This is an optimization exercise on Yosys and OpenROAD, whose aim is small area, not a production implementation. Function was checked by simulation only, so behaviour that the tests miss may differ from the original.

==> flow/design.v (outline; a module is shown in full before it is edited, if it fits) <==
// module complex_mult_pipe: 3419 lines
module complex_mult_pipe (
    input  logic        clk,
    input  logic        rst,
    input  logic        in_valid,
    output logic        in_ready,
    input  logic [15:0] a_re,
    input  logic [15:0] a_im,
    input  logic [15:0] b_re,
    input  logic [15:0] b_im,
    input  logic        conj_en,
    output logic        out_valid,
    input  logic        out_ready,
    output logic [15:0] y_re,
    output logic [15:0] y_im,
    output logic        ovf
);
  // ...
==> flow/flow/run.sh <==
#!/bin/bash
# The standard layout (standard.sh) with one step added after synthesis: flow/polopt.py
# removes inverters between full adders by choosing each full adder's polarity (a full adder
# is self-dual), which leaves the registers and the logic function unchanged.
set -uo pipefail
R=orfs/results/${FLOW_PLATFORM}/complex_mult_pipe/base
bash standard.sh synth > synth.log 2>&1 || exit 1
cp "$R/1_2_yosys.v" "$R/1_2_yosys_std.v"
if python3 flow/polopt.py "$R/1_2_yosys_std.v" "$R/1_2_yosys_pol.v" 400000 > polopt.log 2>&1; then
  cp "$R/1_2_yosys_pol.v" "$R/1_2_yosys.v"
else
  echo "polopt failed; keeping the standard netlist" >> polopt.log
fi
touch "$R/1_2_yosys.v"
bash standard.sh finish > layout.log 2>&1 || exit 1
==> flow/flow/polopt.py <==
#!/usr/bin/env python3
"""Removes inverters between full adders in a Yosys gate netlist (sky130hd).

A full adder is self-dual: FA(~a, ~b, ~c) = (~sum, ~cout). So each fa cell may be 'flipped'
(it then takes the complement of its inputs and gives the complement of its outputs) without
changing the cell. xor2 and xnor2 cells may be swapped for each other, which complements
their output. This script dissolves the netlist's inverters, picks flips that minimise the
number of nets whose complement is still needed, and puts back one inverter for each.

usage: polopt.py IN.v OUT.v
"""
import re
import sys
import random

OUTPINS = {'X', 'Y', 'SUM', 'COUT', 'Q', 'Q_N', 'HI', 'LO'}
src = open(sys.argv[1]).read()

cell_re = re.compile(r'^(\s*)(sky130_fd_sc_hd__\w+)\s+(\S+)\s*\((.*?)\);\n', re.S | re.M)
pin_re = re.compile(r'\.(\w+)\(\s*((?:\\\S+\s)|[^()\s]+)\s*\)')

cells = []
first = None
last = None
for m in cell_re.finditer(src):
    if first is None:
        first = m.start()
    last = m.end()
    pins = [(p, n.strip()) for p, n in pin_re.findall(m.group(4))]
    cells.append({'type': m.group(2), 'name': m.group(3), 'pins': pins})
head = src[:first]
tail = src[last:]
# everything between cells must be whitespace
body = src[first:last]
assert cell_re.sub('', body).strip() == '', 'unexpected text between cells'

ports_out = set()
for m in re.finditer(r'^\s*output\s+(?:\[(\d+):(\d+)\]\s+)?(\S+);', head, re.M):
    if m.group(1):
        for i in range(int(m.group(2)), int(m.group(1)) + 1):
            ports_out.add(f'{m.group(3)}[{i}]')
    else:
        ports_out.add(m.group(3))


def is_inv(c):
    return re.fullmatch(r'sky130_fd_sc_hd__(inv|clkinv)_\d+', c['type']) is not None


def is_fa(c):
    return re.fullmatch(r'sky130_fd_sc_hd__fa_\d+', c['type']) is not None


def is_xor(c):
    return re.fullmatch(r'sky130_fd_sc_hd__x(n?)or2_\d+', c['type']) is not None


# inverters to dissolve: output not a port, input not clk
inv_of = {}  # output net -> input net
keep = []
for c in cells:
    if is_inv(c):
        d = dict(c['pins'])
        if d['Y'] not in ports_out and d['A'] != 'clk':
            inv_of[d['Y']] = d['A']
            continue
    keep.append(c)
cells = keep


def resolve(n):
    inv = 0
    seen = 0
    while n in inv_of:
        n = inv_of[n]
        inv ^= 1
        seen += 1
        assert seen < 100
    return n, inv


driver = {}
for i, c in enumerate(cells):
    for p, n in c['pins']:
        if p in OUTPINS:
            driver[n] = i
loads = {}  # net -> list of (cell index, pin index, inv)
for i, c in enumerate(cells):
    newpins = []
    for k, (p, n) in enumerate(c['pins']):
        if p in OUTPINS:
            newpins.append((p, n, 0))
        else:
            rn, inv = resolve(n)
            newpins.append((p, rn, inv))
            loads.setdefault(rn, []).append((i, k))
    c['pins'] = newpins
# port loads that referred to dissolved inverter outputs cannot exist (ports kept)

flippable = [i for i, c in enumerate(cells) if is_fa(c) or is_xor(c)]
x = [0] * len(cells)
fa_in = [is_fa(c) for c in cells]


def net_cost(n):
    d = driver.get(n)
    a = x[d] if d is not None else 0
    for (i, k) in loads.get(n, []):
        inv = cells[i]['pins'][k][2]
        req = inv ^ (x[i] if fa_in[i] else 0)
        if a ^ req:
            return 1
    return 0


def nets_of(i):
    c = cells[i]
    ns = set()
    for p, n, inv in c['pins']:
        if p in OUTPINS:
            ns.add(n)
        elif fa_in[i]:
            ns.add(n)
    return ns


allnets = set(loads) | set(driver)
before = sum(net_cost(n) for n in allnets)
orig_invs = len(inv_of)
random.seed(1)
order = flippable[:]
import math
NS = {i: nets_of(i) for i in flippable}
cur = before
best = cur
bestx = x[:]
T = 2.0
steps = int(sys.argv[3]) if len(sys.argv) > 3 else 200000
for step in range(steps):
    T = 2.0 * (1 - step / steps) + 0.01
    i = random.choice(flippable)
    ns = NS[i]
    c0 = sum(net_cost(n) for n in ns)
    x[i] ^= 1
    c1 = sum(net_cost(n) for n in ns)
    dlt = c1 - c0
    if dlt <= 0 or random.random() < math.exp(-dlt / T):
        cur += dlt
        if cur < best:
            best = cur
            bestx = x[:]
    else:
        x[i] ^= 1
x = bestx
after = sum(net_cost(n) for n in allnets)
print(f'inverters: {orig_invs} dissolved, {before} needed before flips, {after} after', file=sys.stderr)

# rewrite
out_cells = []
newwires = []
invnet = {}


def inv_net(n):
    if n not in invnet:
        w = f'polinv_{len(invnet)}'
        invnet[n] = w
        newwires.append(w)
        out_cells.append(('sky130_fd_sc_hd__inv_1', f'polinv_cell_{len(invnet)}', [('A', n), ('Y', w)]))
    return invnet[n]


for i, c in enumerate(cells):
    t = c['type']
    pins = []
    for p, n, inv in c['pins']:
        if p in OUTPINS:
            if is_xor(c) and x[i]:
                p = 'Y' if p == 'X' else 'X'
            pins.append((p, n))
        else:
            d = driver.get(n)
            a = x[d] if d is not None else 0
            req = inv ^ (x[i] if fa_in[i] else 0)
            pins.append((p, inv_net(n) if a ^ req else n))
    if is_xor(c) and x[i]:
        t = t.replace('xnor2', 'XOR2T').replace('xor2', 'xnor2').replace('XOR2T', 'xor2')
    out_cells.append((t, c['name'], pins))

# nets of flipped drivers carry the complement now: rename them so names never lie
ren = {}
for i, c in enumerate(cells):
    if x[i]:
        for p, n, inv in c['pins']:
            if p in OUTPINS:
                assert n not in ports_out
                ren[n] = n + '_pn'


def fix(n):
    n = ren.get(n, n)
    return n + ' ' if n.startswith('\\') else n


lines = []
for t, name, pins in out_cells:
    ps = ',\n'.join(f'    .{p}({fix(n)})' for p, n in pins)
    lines.append(f'  {t} {name} (\n{ps}\n  );\n')
# declare new wires; renamed wires need declarations too
decl = ''.join(f'  wire {fix(w)};\n' for w in newwires) + ''.join(f'  wire {fix(w)};\n' for w in ren.values())
m = re.search(r'\n(\s*)(sky130_fd_sc_hd__)', src)
open(sys.argv[2], 'w').write(head + decl + ''.join(lines) + tail)
==> flow/standard.sh <==
#!/bin/bash
# synth_recipe.tcl (not shown) runs the flow's synth.tcl, then flattens the netlist and writes it again
# the make line also repeats each setting of config.mk as NAME=value (left out here)
make -C /OpenROAD-flow-scripts/flow DESIGN_CONFIG=/design/flow/config.mk WORK_HOME=/design/flow/orfs CLKGATE_MAP_FILE= SYNTH_SCRIPT=/design/flow/synth_recipe.tcl "${@:-finish}"
==> flow/config.mk <==
export PLATFORM = sky130hd
export DESIGN_NAME = complex_mult_pipe
export DESIGN_NICKNAME = complex_mult_pipe
export VERILOG_FILES = /design/flow/design.v
export SDC_FILE = /design/flow/constraint.sdc
export NUM_CORES = 4
export LEC_CHECK = 0
export ABC_AREA = 1
export CAP_MARGIN = 20
export CORE_MARGIN = 2
export CORE_UTILIZATION = 40
export SLEW_MARGIN = 20
==> flow/constraint.sdc <==
create_clock -name core_clock -period 8.0 [get_ports {clk}]
set_input_delay 1.6000 -clock core_clock [delete_from_list [all_inputs] [get_ports {clk}]]
set_output_delay 1.6000 -clock core_clock [all_outputs]
set_load 0.01 [all_outputs]
==> run_results.csv, run 1 <==
group,metric,value,unit
sta,slew_headroom,28.6,%
critical_path,cp_top_family,"adder cells",
finish,nMultiInputCombCells,2387,
critical_path,crit_chain,"nor2_1 > inv_1 > nand2_1 > o22ai_1 > xnor2_1 > fa_1 > fa_1 > fa_1 > fa_1 > fa_1 > fa_1 > ha_1 > nand2_1 > inv_1 > nand3_1 > nor3_1 > nand3_1 > nand2_1 > xor2_1 > nand3_1 > nor2_1 > nand2_1",
finish,clkbuf_count,17,
cts,cts_setup_buffers,0,
sta,worstMarginPinSlew,1.07,ns
sta,finalSetupTns,0,ns
cts,cts_hold_buffers,0,
finish,fillCellCount,6543,
finish,instances_no_fill,3934,
grt,grt_pass1_vias,25000,
placed_design,io_buffers,103,
finish,multi_input_area_share,71.3,%
sta,period_share,91.8,%
min_path,hold_end,"v2_q",
placed_design,gp_congestion,1.06,
route,finalWirelength,105,mm
grt,use_met2,42.3,%
cts,clk_path_buf_depth,2,
finish,largest_cell_class,"multi-input gates",
route,first_iter_violations,3074,
sta,min_period,7.34,ns
job,maxCapViolCount,0,
status,outcome,"complete, no violations",
finish,seqCellArea,4090,um^2
critical_path,rrSetupSlack,0.66,ns
finish,inv_count,180,
sta,fmax,136,MHz
finish,final_common_cell,"o22ai_1",
critical_path,crit_buf_inv,2,
route,viasPerCell,6.19,
finish,final_area,30900,um^2
==> run 2, diff against run 1 <==
==> flow/flow/run.sh (replaced) <==
#!/bin/bash
# The standard layout (standard.sh) with these changes:
# - after synthesis, flow/polopt.py removes inverters between full adders by choosing each
#   full adder's polarity (a full adder is self-dual); registers and logic are unchanged;
# - ports are buffered with sky130_fd_sc_hd__buf_1 instead of the default delay cell;
# - clock tree synthesis uses smaller clock buffers and no dummy loads.
set -uo pipefail
R=orfs/results/${FLOW_PLATFORM}/complex_mult_pipe/base
bash standard.sh synth > synth.log 2>&1 || exit 1
cp "$R/1_2_yosys.v" "$R/1_2_yosys_std.v"
if python3 flow/polopt.py "$R/1_2_yosys_std.v" "$R/1_2_yosys_pol.v" 400000 > polopt.log 2>&1; then
  cp "$R/1_2_yosys_pol.v" "$R/1_2_yosys.v"
else
  echo "polopt failed; keeping the standard netlist" >> polopt.log
fi
touch "$R/1_2_yosys.v"
bash standard.sh finish \
  "BUFFER_PORTS_ARGS=-buffer_cell sky130_fd_sc_hd__buf_1" \
  "CTS_ARGS=-sink_clustering_enable -repair_clock_nets -dont_use_dummy_load -buf_list {sky130_fd_sc_hd__clkbuf_4 sky130_fd_sc_hd__clkbuf_8} -sink_clustering_size 30 -sink_clustering_max_diameter 80" \
  > layout.log 2>&1 || exit 1
--- a/flow/config.mk
+++ b/flow/config.mk
@@ -6,7 +6,7 @@
 export NUM_CORES = 4
 export LEC_CHECK = 0
 export ABC_AREA = 1
-export CAP_MARGIN = 20
+export CAP_MARGIN = 5
 export CORE_MARGIN = 2
-export CORE_UTILIZATION = 40
-export SLEW_MARGIN = 20
+export CORE_UTILIZATION = 45
+export SLEW_MARGIN = 5
==> run 2 against run 1 <==
Effect of this change:
- wire length down 2.5%
- die area down 11%
- maximum frequency is 1.0% lower
- non-clock buffer count fell by 11
- worst setup slack got worse by 0.076 ns
- cell count is 4.4% lower
- hold slack worse by 0.0081 ns
==> run_results.csv, run 2 <==
group,metric,value,unit
sta,worstMarginPinSlew,1.24,ns
critical_path,slowest_delay,0.64,ns
critical_path,endpoint_kind,"flip-flop",
floorplanning,chipWidth,252,um
finish,final_cell_mix,"o22ai_1 (481), fa_1 (454), nand2_1 (317), xor2_1 (309), xnor2_1 (248)",
floorplanning,start_util,45.7,%
finish,drive_gt1_share,6.72,%
grt,grt_usage,32.8,%
cts,cts-root-buf,"clkbuf_8",
placed_design,dpl.hpwl,79.2,mm
route,ant_nets,0,
sta,min_period,7.42,ns
yosys,yosys_warnings,1,
yosys,avgSynthCellArea,9.39,um^2
sta,period_share,92.7,%
min_path,min_path_type,"flip-flop to flip-flop",
floorplanning,ios,104,
route,dr.pass1.iters,6,
sta,setup_viol_count_final,0,
status,outcome,"complete, no violations",
route,vias,24000,
critical_path,crit_arrival,7.72,ns
critical_path,crit_buf_inv,2,
critical_path,crit_path_frequent_cell,"fa_1",
grt,grt_pass1_wl,153,mm
route,finalWirelength,103,mm
yosys,synth_nets,3591,
sta,worst_slack,0.582,ns
sta,finalSetupTns,0,ns
grt,overflow,0,
route,route.detailed.drc,0,
route,viasPerCell,6.39,
finish,fillCellCount,5791,
critical_path,start_kind,"flip-flop",
finish,multi_input_area,22000,um^2
sta,fmax,135,MHz
critical_path,cp_top_family,"adder cells",
floorplanning,std_cell_rows,90,
cts,htreeDepth,4,
finish,seqCellArea,4090,um^2
sta,timing.hold.ws,0.485,ns
placed_design,gp_congestion,1.04,
critical_path,crit_type,"flip-flop to flip-flop",
route,first_iter_violations,3285,
placed_design,io_buffers,103,
cts,cts_tree,"built",
cts,cts_buffers,17,
cts,post_cts_resized,0,
critical_path,cpMaxStageDelayCell,"edfxtp_1",
grt,grt_start_max_net_pins,64,
sta,rsz0062_at_grt,"false",
yosys,syn_area,27700,um^2
job,maxCapViolCount,0,
sta,slew_headroom,17.3,%
finish,area_growth,6.94,%
route,wl_per_cell,27.3,um
cts,path_clk_slew,0.09,ns
critical_path,rrSetupSlack,0.58,ns
floorplanning,die_area,63500,um^2
grt,antenna_found_initial,2,
sta,slew_viol_final,0,
grt,grt_pass1_vias,24300,
placed_design,pre_cts_slack,0.490,ns
critical_path,crit_path_max_fanout,17,
cts,cts_hold_buffers,0,
critical_path,crit_chain,"nor2_1 > inv_1 > nand2_1 > buf_4 > o22ai_1 > xor2_1 > fa_1 > fa_1 > fa_1 > fa_1 > fa_1 > ha_1 > a21oi_1 > o21ai_0 > a21oi_1 > nor2_1 > a211oi_1 > nand3b_1 > nand2_1 > nand2_1 > nor2_1 > nand2_1",
finish,nets,3619,
yosys,netlist_instances,2950,
sta,hold_viol,0,
finish,final_common_cell,"o22ai_1",
floorplanning,coreArea,60600,um^2
floorplanning,die_y,252,um
cts,cts_sinks,137,
cts,clk_latency,0.59,ns
critical_path,cp.required,8.30,ns
sta,clock_skew,0.0408,ns
cts,clk_path_buf_depth,2,
## run 2: worst paths after layout
kind | start | end | cells after the start
worst max register to register | br_q[7] | iov2_q | 22
max in group asynchronous | rst | v1_q | 2
min in group asynchronous | rst | v2_q | 2
worst min-delay path | ovf_q | ovf_q | 1
worst max-delay path | br_q[7] | iov2_q | 22
worst min register to register | ovf_q | ovf_q | 1
## run 2: layout make-up
cell class | count | area share, %
multi-input combinational | 2387 | 74.4
sequential | 137 | 13.8
timing repair buffer | 255 | 5.33
tap | 782 | 3.30
inverter | 180 | 2.30
clock buffer | 17 | 0.790
antenna | 1 | 0.00845
## run 2: routing by layer
layer	share of wire [%]	wire length (um)	global-route usage, %
met1	40	41200	46.0
met5	0.0097	10	0
met2	41	42400	45.6
met3	13	13500	10.1
met4	5.3	5480	16.4
## run 2: worst reg2reg max path, delay by kind of cell (launching register included)
family                   cells  cell delay, ns
AO/OA/AOI/OAI                5            1.53
XOR/XNOR                     1            0.22
adder cells (fa/ha/maj)      6            2.86
buffers and inverters        2            0.48
flip-flops                   1            0.64
AND/OR/NAND/NOR              8            1.41
## run 2: repair_timing
action	CTS	global route
setup endpoints to repair	0	1
endpoints found under the hold margin	0	0
setup buffers	0	5
## run 2: stage by stage
step / cells / util [%] / cell area [um^2]
global route: 3759 / 48.9 / 29600
CTS: 3753 / 48.8 / 29500
finish: 3759 / 48.9 / 29600
floorplan: 2950 / - / 27700
global placement: 3736 / 48.4 / 29300
detailed placement: 3736 / 48.4 / 29300
==> run 3, diff against run 2 <==
--- a/flow/flow/run.sh
+++ b/flow/flow/run.sh
@@ -16,5 +16,5 @@
 touch "$R/1_2_yosys.v"
 bash standard.sh finish \
   "BUFFER_PORTS_ARGS=-buffer_cell sky130_fd_sc_hd__buf_1" \
-  "CTS_ARGS=-sink_clustering_enable -repair_clock_nets -dont_use_dummy_load -buf_list {sky130_fd_sc_hd__clkbuf_4 sky130_fd_sc_hd__clkbuf_8} -sink_clustering_size 30 -sink_clustering_max_diameter 80" \
+  "CTS_ARGS=-sink_clustering_enable -repair_clock_nets -dont_use_dummy_load -buf_list {sky130_fd_sc_hd__clkbuf_4 sky130_fd_sc_hd__clkbuf_8}" \
   > layout.log 2>&1 || exit 1
--- a/flow/config.mk
+++ b/flow/config.mk
@@ -6,7 +6,7 @@
 export NUM_CORES = 4
 export LEC_CHECK = 0
 export ABC_AREA = 1
-export CAP_MARGIN = 5
+export CAP_MARGIN = 20
 export CORE_MARGIN = 2
 export CORE_UTILIZATION = 45
-export SLEW_MARGIN = 5
+export SLEW_MARGIN = 20
==> run 3 against run 2 <==
Effect of this change:
- still clean on timing, DRC and antenna
- cell count is the same
- clock skew hardly changed
- maximum frequency down 0.32%
==> run_results.csv, run 3 <==
group,metric,value,unit
yosys,synth_nets,3591,
grt,grt_pass1_vias,24300,
finish,final_common_cell,"o22ai_1",
sta,slew_headroom,26.8,%
route,finalWirelength,103,mm
route,route.detailed.drc,0,
critical_path,worst_r2r_path_depth,22,
cts,clk_path_buf_depth,2,
cts,cts_buffers,17,
placed_design,dpl.hpwl,79.2,mm
floorplanning,die_area,63500,um^2
sta,slew_viol_final,0,
sta,hold_viol,0,
floorplanning,chipWidth,252,um
min_path,hold_end,"ovf_q",
floorplanning,coreArea,60600,um^2
floorplanning,ios,104,
route,ant_nets,0,
critical_path,reg2reg_to,"iov2_q",
job,maxCapViolCount,0,
grt,grt_start_max_net_pins,64,
sta,worstMarginPinSlew,1.09,ns
critical_path,crit_type,"flip-flop to flip-flop",
route,wl_per_cell,27.3,um
yosys,avgSynthCellArea,9.39,um^2
placed_design,io_buffers,103,
grt,grt_usage,32.8,%
route,vias,24000,
grt,overflow,0,
placed_design,gp_congestion,1.04,
status,outcome,"complete, no violations",
placed_design,place_area,29300,um^2
critical_path,crit_arrival,7.74,ns
cts,clk_latency,0.59,ns
floorplanning,die_y,252,um
critical_path,endpoint_kind,"flip-flop",
critical_path,start_kind,"flip-flop",
cts,cts-root-buf,"clkbuf_8",
finish,area_growth,6.94,%
critical_path,cp.required,8.30,ns
critical_path,r2r_start,"br_q[7]",
route,first_iter_violations,3258,
min_path,min_path_type,"flip-flop to flip-flop",
sta,period_share,93.0,%
yosys,yosys_warnings,1,
finish,nets,3619,
sta,min_period,7.44,ns
sta,rsz0062_at_grt,"false",
yosys,netlist_instances,2950,
sta,clock_skew,0.0410,ns
finish,drive_gt1_share,6.72,%
route,viasPerCell,6.39,
sta,setup_viol_count_final,0,
sta,finalSetupTns,0,ns
critical_path,rrSetupSlack,0.56,ns
finish,final_area,29600,um^2
cts,path_clk_slew,0.09,ns
critical_path,crit_path_max_fanout,17,
cts,cts_tree,"built",
finish,final_cell_mix,"o22ai_1 (481), fa_1 (454), nand2_1 (317), xor2_1 (309), xnor2_1 (248)",
yosys,syn_area,27700,um^2
floorplanning,std_cell_rows,90,
grt,antenna_found_initial,1,
cts,htreeDepth,4,
floorplanning,start_util,45.7,%
min_path,hold_depth,1,
cts,cts_sinks,137,
min_path,hold_start,"ovf_q",
route,dr.pass1.iters,6,
sta,fmax,134,MHz
grt,grt_pass1_wl,153,mm
## run 3: what timing repair did
action | 4_1_cts | 5_1_grt
hold buffers | 0 | 0
resized for setup | 0 | 0
setup buffers | 0 | 5
endpoints found under the setup margin | 0 | 1
## run 3: layout make-up
type	instances	area, um^2
diodes	1	2.50
clock buffers	17	234
fillers	5791	31000
inverters	180	681
multi-input cells	2387	22000
flip-flops and latches	137	4090
well taps	782	978
repair buffers	255	1580
## run 3: worst max-delay path by stage
stage / startpoint / endpoint / depth (start not counted)
after floorplan: cj_q / iov2_q / 22
after global placement: cj_q / iov2_q / 21
after detailed placement: cj_q / iov2_q / 21
after CTS: cj_q / iov2_q / 21
after global routing: bi_q[9] / iov2_q / 23
final: br_q[7] / iov2_q / 22
## run 3: critical path, cell delays in order, from the launching register on
cell	delay, ns
edfxtp_1	0.63
nor2_1	0.27
inv_1	0.10
nand2_1	0.62
buf_4	0.39
o22ai_1	0.13
xor2_1	0.22
fa_1	0.47
fa_1	0.52
fa_1	0.57
fa_1	0.45
fa_1	0.49
ha_1	0.35
a21oi_1	0.33
o21ai_0	0.30
a21oi_1	0.30
nor2_1	0.09
a211oi_1	0.47
nand3b_1	0.13
nand2_1	0.09
nand2_1	0.05
nor2_1	0.12
nand2_1	0.07
## run 3: through the flow
step	worst slack (ns)	hold slack (ns)	utilization [%]	instances
finish	0.558	0.484	48.9	3759
detailed placement	0.490	0.472	48.4	3736
CTS	0.425	0.490	48.8	3753
global placement	0.609	0.457	48.4	3736
global route	0.362	0.508	48.9	3759
floorplan	1.72	0.446	-	2950
## run 3: routing by layer
metal / vias up / global-route usage (%) / share of wire [%]
met4: 0 / 16.4 / 5.4
met5: - / 0 / 0
met2: 1721 / 45.6 / 41
li1: 10100 / - / -
met1: 11900 / 46.0 / 40
met3: 323 / 10.1 / 13
==> run 4, diff against run 3 <==
--- a/flow/flow/run.sh
+++ b/flow/flow/run.sh
@@ -14,6 +14,9 @@
   echo "polopt failed; keeping the standard netlist" >> polopt.log
 fi
 touch "$R/1_2_yosys.v"
+# From placement on, repair may use only small buffers (buf_1, buf_2): the nets it buffers here
+# are short high-fanout nets, for which buf_4 and up mostly waste area.
+echo 'export DONT_USE_CELLS += sky130_fd_sc_hd__buf_4 sky130_fd_sc_hd__buf_6 sky130_fd_sc_hd__buf_8 sky130_fd_sc_hd__buf_12 sky130_fd_sc_hd__buf_16 sky130_fd_sc_hd__bufbuf_8 sky130_fd_sc_hd__bufbuf_16' >> config.mk
 bash standard.sh finish \
   "BUFFER_PORTS_ARGS=-buffer_cell sky130_fd_sc_hd__buf_1" \
   "CTS_ARGS=-sink_clustering_enable -repair_clock_nets -dont_use_dummy_load -buf_list {sky130_fd_sc_hd__clkbuf_4 sky130_fd_sc_hd__clkbuf_8}" \
--- a/flow/config.mk
+++ b/flow/config.mk
@@ -10,3 +10,4 @@
 export CORE_MARGIN = 2
 export CORE_UTILIZATION = 45
 export SLEW_MARGIN = 20
+export DONT_USE_CELLS += sky130_fd_sc_hd__buf_4 sky130_fd_sc_hd__buf_6 sky130_fd_sc_hd__buf_8 sky130_fd_sc_hd__buf_12 sky130_fd_sc_hd__buf_16 sky130_fd_sc_hd__bufbuf_8 sky130_fd_sc_hd__bufbuf_16
==> run 4 against run 3 <==
Effect of this change:
- still clean
- wire length grew 0.91%
- worst setup slack lost 0.24 ns
- non-clock buffer count grew 28
- register-to-register slack lost 0.24 ns
- core utilization shrank 0.63 points
- global-route usage grew 0.20 points
- critical endpoint is now rov2_q
==> run_results.csv, run 4 <==
group,metric,value,unit
route,vias,24300,
route,viasPerCell,6.40,
cts,post_cts_resized,0,
sta,rsz0062_at_grt,"false",
route,first_iter_violations,3417,
floorplanning,die_area,63500,um^2
min_path,min_path_type,"flip-flop to flip-flop",
cts,cts_sinks,137,
critical_path,cpMaxStageDelayCell,"edfxtp_1",
floorplanning,chipWidth,252,um
cts,path_clk_slew,0.08,ns
cts,cts-root-buf,"clkbuf_8",
placed_design,dpl.hpwl,81.4,mm
cts,cts_buffers,17,
sta,clock_skew,0.0400,ns
yosys,netlist_instances,2950,
finish,fin_util,48.3,%
finish,instances_no_fill,3787,
critical_path,endpoint_kind,"flip-flop",
job,maxCapViolCount,0,
cts,cts_hold_buffers,0,
sta,hold_viol,0,
placed_design,place_area,29000,um^2
placed_design,gp_congestion,1.04,
finish,area_growth,5.57,%
yosys,yosys_warnings,1,
critical_path,crit_path_frequent_cell,"fa_1",
critical_path,cp_top_family,"adder cells",
route,dr.pass1.iters,6,
placed_design,io_buffers,103,
grt,grt_pass1_vias,24000,
cts,htreeDepth,4,
placed_design,post-place-cells,3769,
critical_path,cp.required,8.30,ns
cts,cts_setup_buffers,0,
finish,final_area,29200,um^2
finish,fillCellCount,5908,
grt,gr-usage-met1,46.3,%
sta,fmax,130,MHz
finish,nets,3647,
critical_path,crit_buf_inv,4,
route,finalWirelength,104,mm
yosys,syn_area,27700,um^2
sta,finalSetupTns,0,ns
grt,grt_usage,33.0,%
status,outcome,"complete, no violations",
grt,overflow,0,
cts,cts_tree,"built",
cts,clk_path_buf_depth,2,
sta,min_period,7.68,ns
route,route.detailed.drc,0,
finish,final_cell_mix,"o22ai_1 (481), fa_1 (454), nand2_1 (317), xor2_1 (309), xnor2_1 (248)",
yosys,avgSynthCellArea,9.39,um^2
critical_path,crit_chain,"inv_1 > nand2_2 > nand2_4 > inv_1 > buf_2 > xnor2_1 > fa_1 > fa_1 > fa_1 > fa_1 > fa_1 > ha_1 > nand2_1 > o21ai_0 > a21oi_1 > nor2_1 > nor2_1 > nand3_1 > nand2_1 > inv_1 > nand3_1 > nor2_1 > nand4_1",
grt,grt_pass1_wl,153,mm
sta,setup_viol_count_final,0,
critical_path,start_kind,"flip-flop",
critical_path,slowest_delay,0.96,ns
critical_path,crit_type,"flip-flop to flip-flop",
sta,period_share,96.0,%
finish,final_common_cell,"o22ai_1",
cts,clk_latency,0.59,ns
finish,drive_gt1_share,5.03,%
grt,top_usage_layer,"met1",
grt,use_met2,46.2,%
critical_path,crit_path_max_fanout,16,
sta,worstMarginPinSlew,1.24,ns
route,ant_nets,0,
sta,slew_viol_final,0,
route,wl_per_cell,27.4,um
floorplanning,die_y,252,um
yosys,synth_nets,3591,
sta,slew_headroom,16.9,%
critical_path,crit_arrival,7.98,ns
sta,timing.hold.ws,0.490,ns
floorplanning,start_util,45.7,%
floorplanning,std_cell_rows,90,
grt,met3_usage,10.9,%
grt,grt_start_max_net_pins,32,
grt,antenna_found_initial,3,
floorplanning,coreArea,60600,um^2
floorplanning,ios,104,
[run 4: metal layers]
| metal | up-vias | routed length, um |
|---|---|---|
| met5 | - | 0 |
| met3 | 289 | 14300 |
| met2 | 1804 | 42500 |
| li1 | 10200 | - |
| met4 | 0 | 5110 |
| met1 | 12000 | 41900 |
[run 4: final timing paths]
| kind | startpoint | end | slack [ns] | cells past startpoint |
|---|---|---|---|---|
| max reg2reg | cj_q | rov2_q | 0.32 | 23 |
| min reg2reg | ovf_q | ovf_q | 0.49 | 1 |
| min | ovf_q | ovf_q | 0.49 | 1 |
| max | cj_q | rov2_q | 0.32 | 23 |
| max in group asynchronous | rst | v1_q | 6.98 | 2 |
| min in group asynchronous | rst | ovf_q | 0.87 | 2 |
[run 4: metrics by stage]
step	setup slack, ns
global placement	0.585
floorplan	1.72
finish	0.318
global route	0.144
detailed placement	0.486
CTS	0.464
[run 4: worst register-to-register path: stages, from the launching register on]
cell and delay (ns):
edfxtp_1 0.96, inv_1 0.14, nand2_2 0.13, nand2_4 0.19, inv_1 0.60, buf_2 0.49, xnor2_1 0.24, fa_1 0.49
fa_1 0.49, fa_1 0.53, fa_1 0.58, fa_1 0.42, ha_1 0.36, nand2_1 0.18, o21ai_0 0.56, a21oi_1 0.18
nor2_1 0.27, nor2_1 0.10, nand3_1 0.09, nand2_1 0.06, inv_1 0.05, nand3_1 0.06, nor2_1 0.13, nand4_1 0.11
[run 4: cell type report]
type / count / area [um^2] / share of cell area [%]
well taps: 782 / 978 / 3.35
flip-flops and latches: 137 / 4090 / 14.0
clock buffers: 17 / 234 / 0.800
diodes: 1 / 2.50 / 0.00856
multi-input cells: 2387 / 22100 / 75.4
repair buffers: 283 / 1190 / 4.07
inverters: 180 / 681 / 2.33
==> run 5, diff against run 4 <==
--- a/flow/flow/polopt.py
+++ b/flow/flow/polopt.py
@@ -55,6 +55,24 @@
     return re.fullmatch(r'sky130_fd_sc_hd__x(n?)or2_\d+', c['type']) is not None
 
 
+def is_and(c):
+    return c['type'] == 'sky130_fd_sc_hd__and2_1' and c['name'].endswith('_c')
+
+
+# Split each half adder into an xor2 (sum) and an and2 (carry); the and2 may become a nand2
+# (complemented carry), which is smaller, when that suits the carry's loads.
+split = []
+for c in cells:
+    if re.fullmatch(r'sky130_fd_sc_hd__ha_1', c['type']):
+        d = dict(c['pins'])
+        split.append({'type': 'sky130_fd_sc_hd__xor2_1', 'name': c['name'] + '_s',
+                      'pins': [('A', d['A']), ('B', d['B']), ('X', d['SUM'])]})
+        split.append({'type': 'sky130_fd_sc_hd__and2_1', 'name': c['name'] + '_c',
+                      'pins': [('A', d['A']), ('B', d['B']), ('X', d['COUT'])]})
+    else:
+        split.append(c)
+cells = split
+
 # inverters to dissolve: output not a port, input not clk
 inv_of = {}  # output net -> input net
 keep = []
@@ -97,7 +115,15 @@
     c['pins'] = newpins
 # port loads that referred to dissolved inverter outputs cannot exist (ports kept)
 
-flippable = [i for i, c in enumerate(cells) if is_fa(c) or is_xor(c)]
+flippable = [i for i, c in enumerate(cells) if is_fa(c) or is_xor(c) or is_and(c)]
+is_and_l = [is_and(c) for c in cells]
+idx = {c['name']: i for i, c in enumerate(cells)}
+partner = {}
+for i, c in enumerate(cells):
+    if is_and(c):
+        j = idx[c['name'][:-2] + '_s']
+        partner[i] = j
+        partner[j] = i
 x = [0] * len(cells)
 fa_in = [is_fa(c) for c in cells]
 
@@ -105,17 +131,24 @@
 def net_cost(n):
     d = driver.get(n)
     a = x[d] if d is not None else 0
+    c = 0.0
+    if d is not None and is_and_l[d] and not x[d] and x[partner[d]]:
+        c += 2.5
     for (i, k) in loads.get(n, []):
         inv = cells[i]['pins'][k][2]
         req = inv ^ (x[i] if fa_in[i] else 0)
         if a ^ req:
-            return 1
-    return 0
+            return c + 3.75
+    return c
 
 
 def nets_of(i):
     c = cells[i]
     ns = set()
+    if i in partner:
+        for p, n, inv in cells[partner[i]]['pins']:
+            if p in OUTPINS:
+                ns.add(n)
     for p, n, inv in c['pins']:
         if p in OUTPINS:
             ns.add(n)
@@ -137,7 +170,7 @@
 T = 2.0
 steps = int(sys.argv[3]) if len(sys.argv) > 3 else 200000
 for step in range(steps):
-    T = 2.0 * (1 - step / steps) + 0.01
+    T = 7.5 * (1 - step / steps) + 0.04
     i = random.choice(flippable)
     ns = NS[i]
     c0 = sum(net_cost(n) for n in ns)
@@ -185,7 +218,29 @@
             pins.append((p, inv_net(n) if a ^ req else n))
     if is_xor(c) and x[i]:
         t = t.replace('xnor2', 'XOR2T').replace('xor2', 'xnor2').replace('XOR2T', 'xor2')
+    if is_and(c) and x[i]:
+        t = 'sky130_fd_sc_hd__nand2_1'
+        pins = [(('Y' if p == 'X' else p), n) for p, n in pins]
     out_cells.append((t, c['name'], pins))
+
+# pairs left as xor2 + and2 go back into one ha_1
+merged = []
+byname = {o[1]: o for o in out_cells}
+for o in out_cells:
+    t, name, pins = o
+    if name.endswith('_s') and name[:-2] + '_c' in byname:
+        ct, cn, cp = byname[name[:-2] + '_c']
+        if t == 'sky130_fd_sc_hd__xor2_1' and ct == 'sky130_fd_sc_hd__and2_1':
+            d = dict(pins)
+            e = dict(cp)
+            merged.append(('sky130_fd_sc_hd__ha_1', name[:-2], [('A', d['A']), ('B', d['B']), ('COUT', e['X']), ('SUM', d['X'])]))
+            continue
+    if name.endswith('_c') and name[:-2] + '_s' in byname:
+        st = byname[name[:-2] + '_s'][0]
+        if st == 'sky130_fd_sc_hd__xor2_1' and t == 'sky130_fd_sc_hd__and2_1':
+            continue
+    merged.append(o)
+out_cells[:] = merged
 
 # nets of flipped drivers carry the complement now: rename them so names never lie
 ren = {}
--- a/flow/config.mk
+++ b/flow/config.mk
@@ -8,6 +8,6 @@
 export ABC_AREA = 1
 export CAP_MARGIN = 20
 export CORE_MARGIN = 2
-export CORE_UTILIZATION = 45
+export CORE_UTILIZATION = 52
 export SLEW_MARGIN = 20
 export DONT_USE_CELLS += sky130_fd_sc_hd__buf_4 sky130_fd_sc_hd__buf_6 sky130_fd_sc_hd__buf_8 sky130_fd_sc_hd__buf_12 sky130_fd_sc_hd__buf_16 sky130_fd_sc_hd__bufbuf_8 sky130_fd_sc_hd__bufbuf_16
==> run 5 against run 4 <==
Effect of this change:
- first-iteration DRC count increased by 5.0%
- cell count down 2.5%
- core utilization increased by 7.0 points
- die area is 14% lower
- maximum frequency is 2.4% lower
- critical path depth down 2
==> run_results.csv, run 5 <==
group,metric,value,unit
grt,grt_usage,38.8,%
yosys,avgSynthCellArea,9.39,um^2
cts,cts_buffers,17,
floorplanning,die_area,54900,um^2
floorplanning,std_cell_rows,84,
yosys,yosys_warnings,1,
finish,drive_gt1_share,4.83,%
sta,finalSetupTns,0,ns
critical_path,crit_path_frequent_cell,"fa_1",
sta,setup_viol_count_final,0,
cts,cts_sinks,137,
route,viasPerCell,6.57,
route,ant_nets,0,
finish,multi_input_area,22100,um^2
route,finalWirelength,104,mm
sta,min_period,7.87,ns
finish,area_growth,5.31,%
grt,grt_pass1_vias,23500,
cts,cts_tree,"built",
status,outcome,"complete, no violations",
yosys,synth_nets,3562,
placed_design,dpl.hpwl,82.1,mm
yosys,netlist_instances,2936,
sta,rsz0062_at_grt,"false",
floorplanning,chipWidth,234,um
cts,path_clk_slew,0.10,ns
min_path,min_path_type,"flip-flop to flip-flop",
grt,grt_start_max_net_pins,38,
route,route.detailed.drc,0,
finish,seqCellArea,4090,um^2
floorplanning,start_util,52.5,%
critical_path,cpMaxStageDelayCell,"edfxtp_1",
route,vias,24300,
finish,final_common_cell,"o22ai_1",
cts,htreeDepth,4,
cts,cts-root-buf,"clkbuf_8",
critical_path,start_kind,"flip-flop",
cts,clk_latency,0.58,ns
route,first_iter_violations,3587,
critical_path,crit_path_max_fanout,16,
sta,clock_skew,0.0314,ns
floorplanning,ios,104,
route,wl_per_cell,28.3,um
yosys,syn_area,27600,um^2
sta,worstMarginPinSlew,1.15,ns
critical_path,endpoint_kind,"flip-flop",
floorplanning,die_y,234,um
placed_design,gp_congestion,1.09,
finish,nets,3629,
cts,cts_setup_buffers,0,
cts,clk_path_buf_depth,2,
floorplanning,coreArea,52600,um^2
route,dr.pass1.iters,6,
job,maxCapViolCount,0,
grt,antenna_found_initial,1,
critical_path,slowest_delay,0.75,ns
critical_path,crit_arrival,8.19,ns
sta,slew_viol_final,0,
sta,period_share,98.4,%
grt,grt_pass1_wl,153,mm
sta,timing.hold.ws,0.486,ns
critical_path,cp.required,8.32,ns
cts,post_cts_resized,0,
finish,fillCellCount,4890,
min_path,hold_depth,1,
sta,slew_headroom,23.2,%
cts,cts_hold_buffers,0,
sta,fmax,127,MHz
sta,hold_viol,0,
critical_path,crit_chain,"nand2_1 > nand2_4 > inv_1 > xor2_1 > fa_1 > fa_1 > fa_1 > fa_1 > fa_1 > fa_1 > ha_1 > a21oi_1 > o21ai_0 > a21oi_1 > nor2_1 > a211oi_1 > nand3b_1 > nand2_1 > nand2_1 > nor2_1 > nand2_1",
placed_design,io_buffers,103,
critical_path,crit_type,"flip-flop to flip-flop",
grt,overflow,0,
finish,final_cell_mix,"o22ai_1 (481), fa_1 (454), nand2_1 (332), xor2_1 (307), xnor2_1 (265)",
critical_path,worst_r2r_path_depth,21,
==> run 5: final cells by class <==
class	instances	area share, %
Sequential cell	137	14.1
Multi-Input combinational cell	2402	75.9
Tap cell	688	2.96
Timing Repair Buffer	294	4.22
Antenna cell	2	0.0172
Inverter	151	1.97
Clock buffer	17	0.805
==> run 5: per-stage QoR <==
| stage | util [%] | instances | instance area [um^2] | worst slack [ns] |
|---|---|---|---|---|
| 5_1_grt | 55.3 | 3689 | 29000 | 0.0135 |
| 3_3_place_gp | 54.8 | 3672 | 28800 | 0.471 |
| 3_5_place_dp | 54.8 | 3672 | 28800 | 0.511 |
| 4_1_cts | 55.3 | 3689 | 29000 | 0.452 |
| 2_1_floorplan | - | 2936 | 27600 | 1.72 |
| 6_report | 55.3 | 3691 | 29000 | 0.131 |
==> run 5: path summary, 6_finish.rpt <==
path / from / slack, ns / to
setup / recovery: cj_q / 0.13 / iov2_q
hold / removal: ovf_q / 0.49 / ovf_q
setup reg to reg: cj_q / 0.13 / iov2_q
hold reg to reg: ovf_q / 0.49 / ovf_q
max in group asynchronous: rst / 6.96 / v3_q
min in group asynchronous: rst / 0.88 / v1_q
==> run 5: routing by layer <==
layer	up-vias	wire length, um	track usage [%]
li1	10200	-	-
met4	2	5510	17.9
met5	-	13	0
met2	1792	42100	52.8
met1	12000	42100	55.9
met3	328	14800	12.5
==> run 5: critical path: cells and delay by family, from the launching register on <==
family / cells / cell delay (ns)
fa+ha+maj: 7 / 3.51
compound gates: 4 / 1.59
buf+inv: 1 / 0.23
simple gates: 8 / 1.06
xor+xnor: 1 / 0.44
flops: 1 / 0.75
==> run 6, diff against run 5 <==
--- a/flow/config.mk
+++ b/flow/config.mk
@@ -8,6 +8,6 @@
 export ABC_AREA = 1
 export CAP_MARGIN = 20
 export CORE_MARGIN = 2
-export CORE_UTILIZATION = 52
+export CORE_UTILIZATION = 45
 export SLEW_MARGIN = 20
 export DONT_USE_CELLS += sky130_fd_sc_hd__buf_4 sky130_fd_sc_hd__buf_6 sky130_fd_sc_hd__buf_8 sky130_fd_sc_hd__buf_12 sky130_fd_sc_hd__buf_16 sky130_fd_sc_hd__bufbuf_8 sky130_fd_sc_hd__bufbuf_16
==> run 6 against run 5 <==
Effect of this change:
- area after synthesis unchanged
- via count fell by 0.21%
- core utilization is 7.1 points lower
- largest cell class unchanged
- wire length down 1.4%
- clock skew grew 0.019 ns
- still clean
- non-clock buffer count fell by 14
- synthesized cell count did not move
==> run_results.csv, run 6 <==
group,metric,value,unit
yosys,avgSynthCellArea,9.39,um^2
grt,grt_pass1_wl,154,mm
critical_path,endpoint_kind,"flip-flop",
critical_path,slowest_delay,0.72,ns
critical_path,r2r_start,"bi_q[5]",
grt,grt_pass1_vias,24100,
critical_path,crit_path_end,"iov2_q",
yosys,synth_nets,3562,
critical_path,crit_path_max_fanout,18,
floorplanning,coreArea,60500,um^2
route,ant_nets,0,
floorplanning,die_area,63300,um^2
finish,drive_gt1_share,4.72,%
yosys,yosys_warnings,1,
grt,grt_usage,33.0,%
placed_design,post-place-cells,3752,
sta,rsz0062_at_grt,"false",
cts,cts_buffers,17,
critical_path,crit_chain,"nor2_1 > inv_1 > nand2_1 > o22ai_1 > xnor2_1 > fa_1 > fa_1 > fa_1 > fa_1 > fa_1 > fa_1 > ha_1 > a21oi_1 > o21ai_0 > a21oi_1 > nor2_1 > a211oi_1 > nand2_1 > nand2_1 > nand3_1 > nor2_1 > nand2_1",
grt,antenna_found_initial,1,
sta,finalSetupTns,0,ns
cts,clk_path_buf_depth,2,
sta,slew_headroom,22.9,%
placed_design,pre_cts_slack,0.725,ns
critical_path,crit_type,"flip-flop to flip-flop",
cts,clk_latency,0.59,ns
critical_path,cp_top_family,"adder cells",
floorplanning,ios,104,
floorplanning,chipWidth,252,um
sta,hold_viol,0,
finish,fin_util,48.1,%
cts,cts_hold_buffers,0,
critical_path,crit_arrival,7.86,ns
finish,final_area,29100,um^2
sta,slew_viol_final,0,
min_path,min_path_type,"flip-flop to flip-flop",
placed_design,gp_congestion,1.04,
route,wl_per_cell,27.3,um
cts,cts_setup_buffers,0,
floorplanning,start_util,45.6,%
placed_design,place_area,28900,um^2
sta,min_period,7.55,ns
job,maxCapViolCount,0,
finish,final_common_cell,"o22ai_1",
critical_path,start_kind,"flip-flop",
sta,fmax,133,MHz
min_path,hold_depth,1,
critical_path,cp.required,8.32,ns
sta,worst_slack,0.454,ns
sta,setup_viol_count_final,0,
cts,cts_sinks,137,
status,outcome,"complete, no violations",
route,vias,24200,
grt,overflow,0,
critical_path,rrSetupSlack,0.45,ns
grt,grt_start_max_net_pins,37,
cts,htreeDepth,4,
placed_design,dpl.hpwl,81.7,mm
yosys,netlist_instances,2936,
critical_path,startpoint,"bi_q[5]",
critical_path,worst_r2r_path_depth,22,
cts,path_clk_slew,0.08,ns
critical_path,reg2reg_to,"iov2_q",
finish,final_cell_mix,"o22ai_1 (481), fa_1 (454), nand2_1 (332), xor2_1 (307), xnor2_1 (265)",
route,viasPerCell,6.42,
floorplanning,die_y,252,um
critical_path,crit_path_frequent_cell,"fa_1",
critical_path,cp_num_cells,22,
floorplanning,std_cell_rows,90,
route,first_iter_violations,3162,
yosys,syn_area,27600,um^2
route,dr.pass1.iters,6,
sta,clock_skew,0.0506,ns
critical_path,crit_buf_inv,1,
cts,post_cts_resized,0,
cts,cts-root-buf,"clkbuf_8",
finish,nets,3615,
critical_path,cpMaxStageDelayCell,"edfxtp_1",
route,route.detailed.drc,0,
cts,cts_tree,"built",
sta,timing.hold.ws,0.481,ns
finish,area_growth,5.53,%
finish,instances_no_fill,3771,
route,finalWirelength,103,mm
sta,period_share,94.3,%
sta,worstMarginPinSlew,1.16,ns
placed_design,io_buffers,103,
[run 6: worst min-delay path by stage]
stage | to | startpoint | slack [ns]
after floorplan | v3_q | v2_q | 0.45
after global placement | ovf_q | ovf_q | 0.46
after detailed placement | ovf_q | ovf_q | 0.47
after CTS | ovf_q | ovf_q | 0.48
after global routing | ovf_q | ovf_q | 0.52
final | ovf_q | ovf_q | 0.48
[run 6: worst register-to-register path, cell delays in order, from the launching register on]
cell and delay (ns):
edfxtp_1 0.72, nor2_1 0.17, inv_1 0.08, nand2_1 0.57, o22ai_1 0.45, xnor2_1 0.17, fa_1 0.47, fa_1 0.53
fa_1 0.52, fa_1 0.48, fa_1 0.53, fa_1 0.49, ha_1 0.37, a21oi_1 0.26, o21ai_0 0.31, a21oi_1 0.45
nor2_1 0.08, a211oi_1 0.24, nand2_1 0.09, nand2_1 0.06, nand3_1 0.08, nor2_1 0.11, nand2_1 0.06
[run 6: area by class of cell]
class | count | area (um^2)
timing repair buffer | 280 | 1170
multi-input combinational | 2402 | 22100
tap | 782 | 978
clock buffer | 17 | 234
antenna | 2 | 5.00
fill | 5772 | 31400
inverter | 151 | 572
sequential | 137 | 4090
[run 6: routing by layer]
layer  routed length, um  vias to the layer above  part of all wire (%)  global-route usage, %
met2               42500                     1815                    41                   46.5
met5                   0                        -                     0                      0
met3               14600                      283                    14                   11.3
met4                4680                        0                   4.5                   14.0
li1                    -                    10100                     -                      -
met1               41200                    12000                    40                   46.2
==> run 7, diff against run 6 <==
--- a/flow/flow/polopt.py
+++ b/flow/flow/polopt.py
@@ -4,10 +4,13 @@
 A full adder is self-dual: FA(~a, ~b, ~c) = (~sum, ~cout). So each fa cell may be 'flipped'
 (it then takes the complement of its inputs and gives the complement of its outputs) without
 changing the cell. xor2 and xnor2 cells may be swapped for each other, which complements
-their output. This script dissolves the netlist's inverters, picks flips that minimise the
-number of nets whose complement is still needed, and puts back one inverter for each.
-
-usage: polopt.py IN.v OUT.v
+their output. Each half adder is split into an xor2 and an and2 for the search; the and2 may
+become a nand2 (complemented carry), and a pair left as xor2 + and2 is merged back into a
+half adder. The script dissolves the netlist's inverters, picks flips that minimise the added
+area (inverters, and and2 over nand2), and puts back one inverter for each net whose
+complement is still needed. Flip-flops and ports are left as they are.
+
+usage: polopt.py IN.v OUT.v [annealing steps]
 """
 import re
 import sys
--- a/flow/config.mk
+++ b/flow/config.mk
@@ -8,6 +8,6 @@
 export ABC_AREA = 1
 export CAP_MARGIN = 20
 export CORE_MARGIN = 2
-export CORE_UTILIZATION = 45
+export CORE_UTILIZATION = 40
 export SLEW_MARGIN = 20
 export DONT_USE_CELLS += sky130_fd_sc_hd__buf_4 sky130_fd_sc_hd__buf_6 sky130_fd_sc_hd__buf_8 sky130_fd_sc_hd__buf_12 sky130_fd_sc_hd__buf_16 sky130_fd_sc_hd__bufbuf_8 sky130_fd_sc_hd__bufbuf_16
==> run 7 against run 6 <==
Effect of this change:
- critical endpoint is now rov2_q
- clock-buffer cell count unchanged
- highest routed layer unchanged
- sequential share of layout area fell by 0.066 points
- core utilization fell by 5.4 points
- die area up 12%
==> run_results.csv, run 7 <==
group,metric,value,unit
status,outcome,"complete, no violations",
route,first_iter_violations,2908,
placed_design,place_area,29000,um^2
critical_path,worst_r2r_path_depth,22,
floorplanning,ios,104,
sta,slew_headroom,17.9,%
min_path,hold_end,"yr3_q[9]",
route,dr.pass1.iters,7,
sta,period_share,92.9,%
floorplanning,coreArea,68500,um^2
cts,cts_setup_buffers,0,
sta,finalSetupTns,0,ns
min_path,hold_start,"yr2_q[9]",
cts,cts_buffers,17,
route,route.detailed.drc,0,
yosys,synth_nets,3562,
grt,grt_pass1_wl,150,mm
sta,timing.hold.ws,0.487,ns
cts,cts_sinks,137,
cts,path_clk_slew,0.10,ns
sta,min_period,7.43,ns
critical_path,crit_path_max_fanout,19,
finish,final_cell_mix,"o22ai_1 (481), fa_1 (454), nand2_1 (332), xor2_1 (307), xnor2_1 (265)",
finish,drive_gt1_share,4.82,%
route,viasPerCell,6.16,
sta,slew_viol_final,0,
critical_path,start_kind,"flip-flop",
yosys,syn_area,27600,um^2
floorplanning,start_util,40.3,%
job,maxCapViolCount,0,
cts,cts_tree,"built",
sta,fmax,135,MHz
cts,cts-root-buf,"clkbuf_8",
finish,multi_input_area,22100,um^2
finish,seqCellArea,4090,um^2
grt,grt_pass1_vias,23600,
critical_path,rrSetupSlack,0.57,ns
floorplanning,die_y,267,um
cts,htreeDepth,4,
finish,final_area,29200,um^2
critical_path,reg2reg_to,"rov2_q",
floorplanning,chipWidth,267,um
finish,final_common_cell,"o22ai_1",
finish,nets,3617,
sta,setup_viol_count_final,0,
cts,post_cts_resized,0,
floorplanning,std_cell_rows,96,
route,vias,23900,
route,wl_per_cell,25.8,um
critical_path,r2r_start,"br_q[1]",
cts,cts_hold_buffers,0,
cts,clk_path_buf_depth,2,
sta,hold_viol,0,
cts,clk_latency,0.60,ns
yosys,avgSynthCellArea,9.39,um^2
finish,area_growth,6.02,%
floorplanning,die_area,71100,um^2
grt,grt_usage,28.6,%
critical_path,endpoint_kind,"flip-flop",
sta,worstMarginPinSlew,1.23,ns
grt,antenna_found_initial,2,
placed_design,gp_congestion,1.04,
finish,fillCellCount,6791,
sta,rsz0062_at_grt,"false",
route,ant_nets,0,
placed_design,io_buffers,103,
critical_path,cp.required,8.33,ns
yosys,netlist_instances,2936,
critical_path,crit_arrival,7.76,ns
route,finalWirelength,99.7,mm
grt,grt_start_max_net_pins,35,
min_path,hold_depth,2,
critical_path,crit_type,"flip-flop to flip-flop",
yosys,yosys_warnings,1,
sta,clock_skew,0.0404,ns
grt,overflow,0,
placed_design,dpl.hpwl,78.3,mm
min_path,min_path_type,"flip-flop to flip-flop",
run 7: through the flow:
stage | utilization, % | instances | worst slack (ns)
after global routing | 42.7 | 3872 | 0.193
after CTS | 42.7 | 3871 | 0.749
after detailed placement | 42.4 | 3854 | 0.795
after global placement | 42.4 | 3854 | 0.742
final | 42.7 | 3873 | 0.569
after floorplan | - | 2936 | 1.72
run 7: layout make-up:
cell class	instances	area share, %
diodes	2	0.0171
clock buffers	17	0.800
inverters	151	1.96
multi-input cells	2402	75.4
flip-flops and latches	137	14.0
well taps	882	3.77
repair buffers	282	4.03
run 7: worst max path at each step:
stage | startpoint | endpoint | slack [ns]
finish | br_q[1] | rov2_q | 0.57
CTS | br_q[1] | rov2_q | 0.75
global route | cj_q | iov2_q | 0.19
floorplan | cj_q | iov2_q | 1.72
detailed placement | br_q[1] | rov2_q | 0.79
global placement | br_q[1] | rov2_q | 0.74
run 7: layer usage:
metal  vias up  wire [um]  global-route usage, %
li1      10100          -                      -
met3       283      13000                   8.29
met2      1723      41400                   40.4
met1     11700      39800                   39.8
met4         0       5550                   14.5
met5         -          0                      0
run 7: critical path, cell delays in order (launching register included):
cell and delay (ns):
edfxtp_1 0.99, nor2_1 0.23, nor2_1 0.36, inv_1 0.24, o22ai_1 0.24, xor2_1 0.26, fa_1 0.50, fa_1 0.54
fa_1 0.55, fa_1 0.46, fa_1 0.51, fa_1 0.48, ha_1 0.34, a21oi_1 0.24, o21ai_0 0.25, a21oi_1 0.24
nor2_1 0.07, nor3_1 0.20, nand3b_1 0.11, nand2_1 0.08, nand2_1 0.05, nor2_1 0.12, nand4_1 0.08
==> run 8, diff against run 7 <==
--- a/flow/config.mk
+++ b/flow/config.mk
@@ -8,6 +8,7 @@
 export ABC_AREA = 1
 export CAP_MARGIN = 20
 export CORE_MARGIN = 2
-export CORE_UTILIZATION = 40
+export CORE_UTILIZATION = 45
+export GPL_TIMING_DRIVEN = 0
 export SLEW_MARGIN = 20
 export DONT_USE_CELLS += sky130_fd_sc_hd__buf_4 sky130_fd_sc_hd__buf_6 sky130_fd_sc_hd__buf_8 sky130_fd_sc_hd__buf_12 sky130_fd_sc_hd__buf_16 sky130_fd_sc_hd__bufbuf_8 sky130_fd_sc_hd__bufbuf_16
==> run 8 against run 7 <==
Effect of this change:
- now fails the layout checks on negative setup slack
- final area is 0.96% higher
- first-iteration DRC count is 61% higher
- hold slack hardly changed
- wire length is 58% higher
- worst setup slack worse by 0.62 ns
- core utilization is 6.1 points higher
- global-route usage is 21 points higher
- via count is 14% higher
==> run_results.csv, run 8 <==
group,metric,value,unit
status,outcome,"failed layout checks",
status,so.violations,"negative setup slack",
cts,path_clk_slew,0.10,ns
cts,cts_buffers,17,
cts,clk_path_buf_depth,2,
sta,rsz0062_at_grt,"false",
finish,drive_gt1_share,5.52,%
sta,worst_slack,-0.0475,ns
critical_path,crit_path_max_fanout,10,
cts,cts_sinks,137,
placed_design,place_area,29000,um^2
sta,slew_headroom,9.37,%
yosys,synth_nets,3562,
grt,antenna_found_initial,11,
grt,grt_start_max_net_pins,39,
finish,final_common_cell,"o22ai_1",
cts,clk_latency,0.62,ns
critical_path,crit_arrival,8.42,ns
route,vias,27100,
route,first_iter_violations,4689,
cts,htreeDepth,4,
placed_design,gp_congestion,1.11,
placed_design,io_buffers,103,
critical_path,crit_type,"flip-flop to flip-flop",
sta,min_period,8.05,ns
critical_path,cp.required,8.37,ns
finish,area_growth,7.04,%
grt,grt_pass1_wl,212,mm
yosys,avgSynthCellArea,9.39,um^2
floorplanning,die_area,63300,um^2
floorplanning,start_util,45.6,%
sta,worstMarginPinSlew,1.36,ns
route,wl_per_cell,40.9,um
sta,period_share,101,%
placed_design,dpl.hpwl,119,mm
finish,fillCellCount,5708,
grt,grt_usage,49.9,%
floorplanning,ios,104,
finish,final_area,29500,um^2
finish,final_cell_mix,"o22ai_1 (480), fa_1 (454), nand2_1 (332), xor2_1 (306), xnor2_1 (264)",
grt,overflow,0,
route,dr.pass1.iters,7,
floorplanning,die_y,252,um
cts,cts-root-buf,"clkbuf_8",
sta,clock_skew,0.0280,ns
route,finalWirelength,158,mm
sta,finalSetupTns,-0.0589,ns
floorplanning,chipWidth,252,um
cts,cts_tree,"built",
route,viasPerCell,7.01,
sta,setup_viol_count_final,2,
yosys,netlist_instances,2936,
critical_path,rrSetupSlack,-0.05,ns
route,ant_nets,0,
critical_path,start_kind,"flip-flop",
sta,slew_viol_final,0,
floorplanning,std_cell_rows,90,
yosys,yosys_warnings,1,
route,route.detailed.drc,0,
min_path,min_path_type,"flip-flop to flip-flop",
job,maxCapViolCount,0,
grt,grt_pass1_vias,26600,
sta,fmax,124,MHz
sta,hold_viol,0,
finish,nets,3706,
critical_path,endpoint_kind,"flip-flop",
yosys,syn_area,27600,um^2
placed_design,pre_cts_slack,-0.581,ns
floorplanning,coreArea,60500,um^2
run 8: cell count changes in the layout (fill, tap and decap cells not counted), moves of 7 or more:
cell	previous run	this run
clkbuf_1	0	127
buf_1	186	118
clkbuf_2	0	57
buf_2	96	54
clkbuf_4	0	10
o21ai_2	9	2
run 8: final cells by class:
class                      count  area, um^2  share of cell area (%)
multi-input combinational   2402       22000                    74.6
sequential                   137        4090                    13.9
buffer                       246        1100                    3.74
tap                          782         978                    3.31
inverter                     151         578                    1.96
timing repair buffer         125         498                    1.69
clock buffer                  17         234                   0.792
antenna                        5        12.5                  0.0424
run 8: path summary, 6_finish.rpt:
kind,cells past startpoint,endpoint,startpoint
max in group asynchronous,2,v3_q,rst
worst max-delay path,23,rov2_q,br_q[11]
worst max register to register,23,rov2_q,br_q[11]
min in group asynchronous,2,v2_q,rst
worst min register to register,2,v1_q,v1_q
worst min-delay path,2,v1_q,v1_q
run 8: critical path: stages (launching register included):
cell,delay [ns]
edfxtp_1,0.60
buf_2,0.44
nor2_1,0.12
o21ai_0,0.27
clkbuf_1,0.79
o22ai_1,0.18
xnor2_1,0.23
fa_1,0.47
fa_1,0.55
fa_1,0.55
fa_1,0.50
fa_1,0.50
fa_1,0.59
xor2_1,0.38
nand2_1,0.19
o21ai_0,0.50
a21oi_1,0.23
o21a_1,0.26
nand3_1,0.07
nand2_1,0.08
inv_1,0.06
nand2_1,0.05
nor2_1,0.09
nand4_1,0.09
run 8: repair_timing:
item	CTS	global route
hold buffers	0	0
resized for setup	13	98
pin swaps	0	1
buffers inserted	5	8
setup endpoints to repair	3	9
run 8: stage by stage:
stage / hold slack, ns / utilization, % / std cells
finish: 0.486 / 48.8 / 3865
global route: 0.516 / 48.8 / 3861
CTS: 0.491 / 48.5 / 3849
detailed placement: 0.468 / 48.0 / 3827
global placement: 0.451 / 47.9 / 3821
floorplan: 0.446 / - / 2936
run 8: routing by layer:
metal | share of wire (%) | routed length [um] | global-route usage, % | vias up
li1 | - | - | - | 10300
met1 | 37 | 57900 | 63.7 | 13500
met2 | 38 | 60200 | 65.4 | 2581
met3 | 17 | 27100 | 26.2 | 684
met4 | 8.0 | 12600 | 31.8 | 18
met5 | 0.14 | 216 | 0.618 | -

## port drivers added, routing unchanged
The results above use ideal ports. As a check the final layouts listed here were re-extracted and re-timed, cells and wires unchanged.
Step 1 sets driving cells, clkbuf_16 on the clock port and buf_2 on the other inputs (assumed; they add their load-dependent delay and slew).
Step 2 also shifts input and output timing later by t, the mid clock arrival at the registers, as if the neighbouring blocks saw the same clock.
Slacks: ideal / step 1 / step 2; pairs: ideal / step 1.
run | t (ns) | setup slack, ns | hold WS [ns] | worst data-port slew with drivers (ns) | cell pins on the clock port's net
run 1 | 0.550 | 0.658 / 0.658 / 0.658 | 0.493 / 0.493 / 0.493 | 0.04 | 1
run 2 | 0.622 | 0.582 / 0.582 / 0.582 | 0.485 / 0.485 / 0.485 | 0.05 | 1
run 3 | 0.621 | 0.558 / 0.558 / 0.558 | 0.484 / 0.484 / 0.484 | 0.05 | 1
run 4 | 0.627 | 0.318 / 0.318 / 0.318 | 0.490 / 0.490 / 0.490 | 0.04 | 1
run 5 | 0.621 | 0.131 / 0.131 / 0.131 | 0.486 / 0.486 / 0.486 | 0.04 | 1
run 6 | 0.623 | 0.454 / 0.454 / 0.454 | 0.481 / 0.481 / 0.481 | 0.04 | 1
run 7 | 0.631 | 0.569 / 0.569 / 0.569 | 0.487 / 0.487 / 0.487 | 0.08 | 1
run 8 | 0.661 | -0.048 / -0.048 / -0.048 | 0.486 / 0.486 / 0.486 | 0.05 | 1
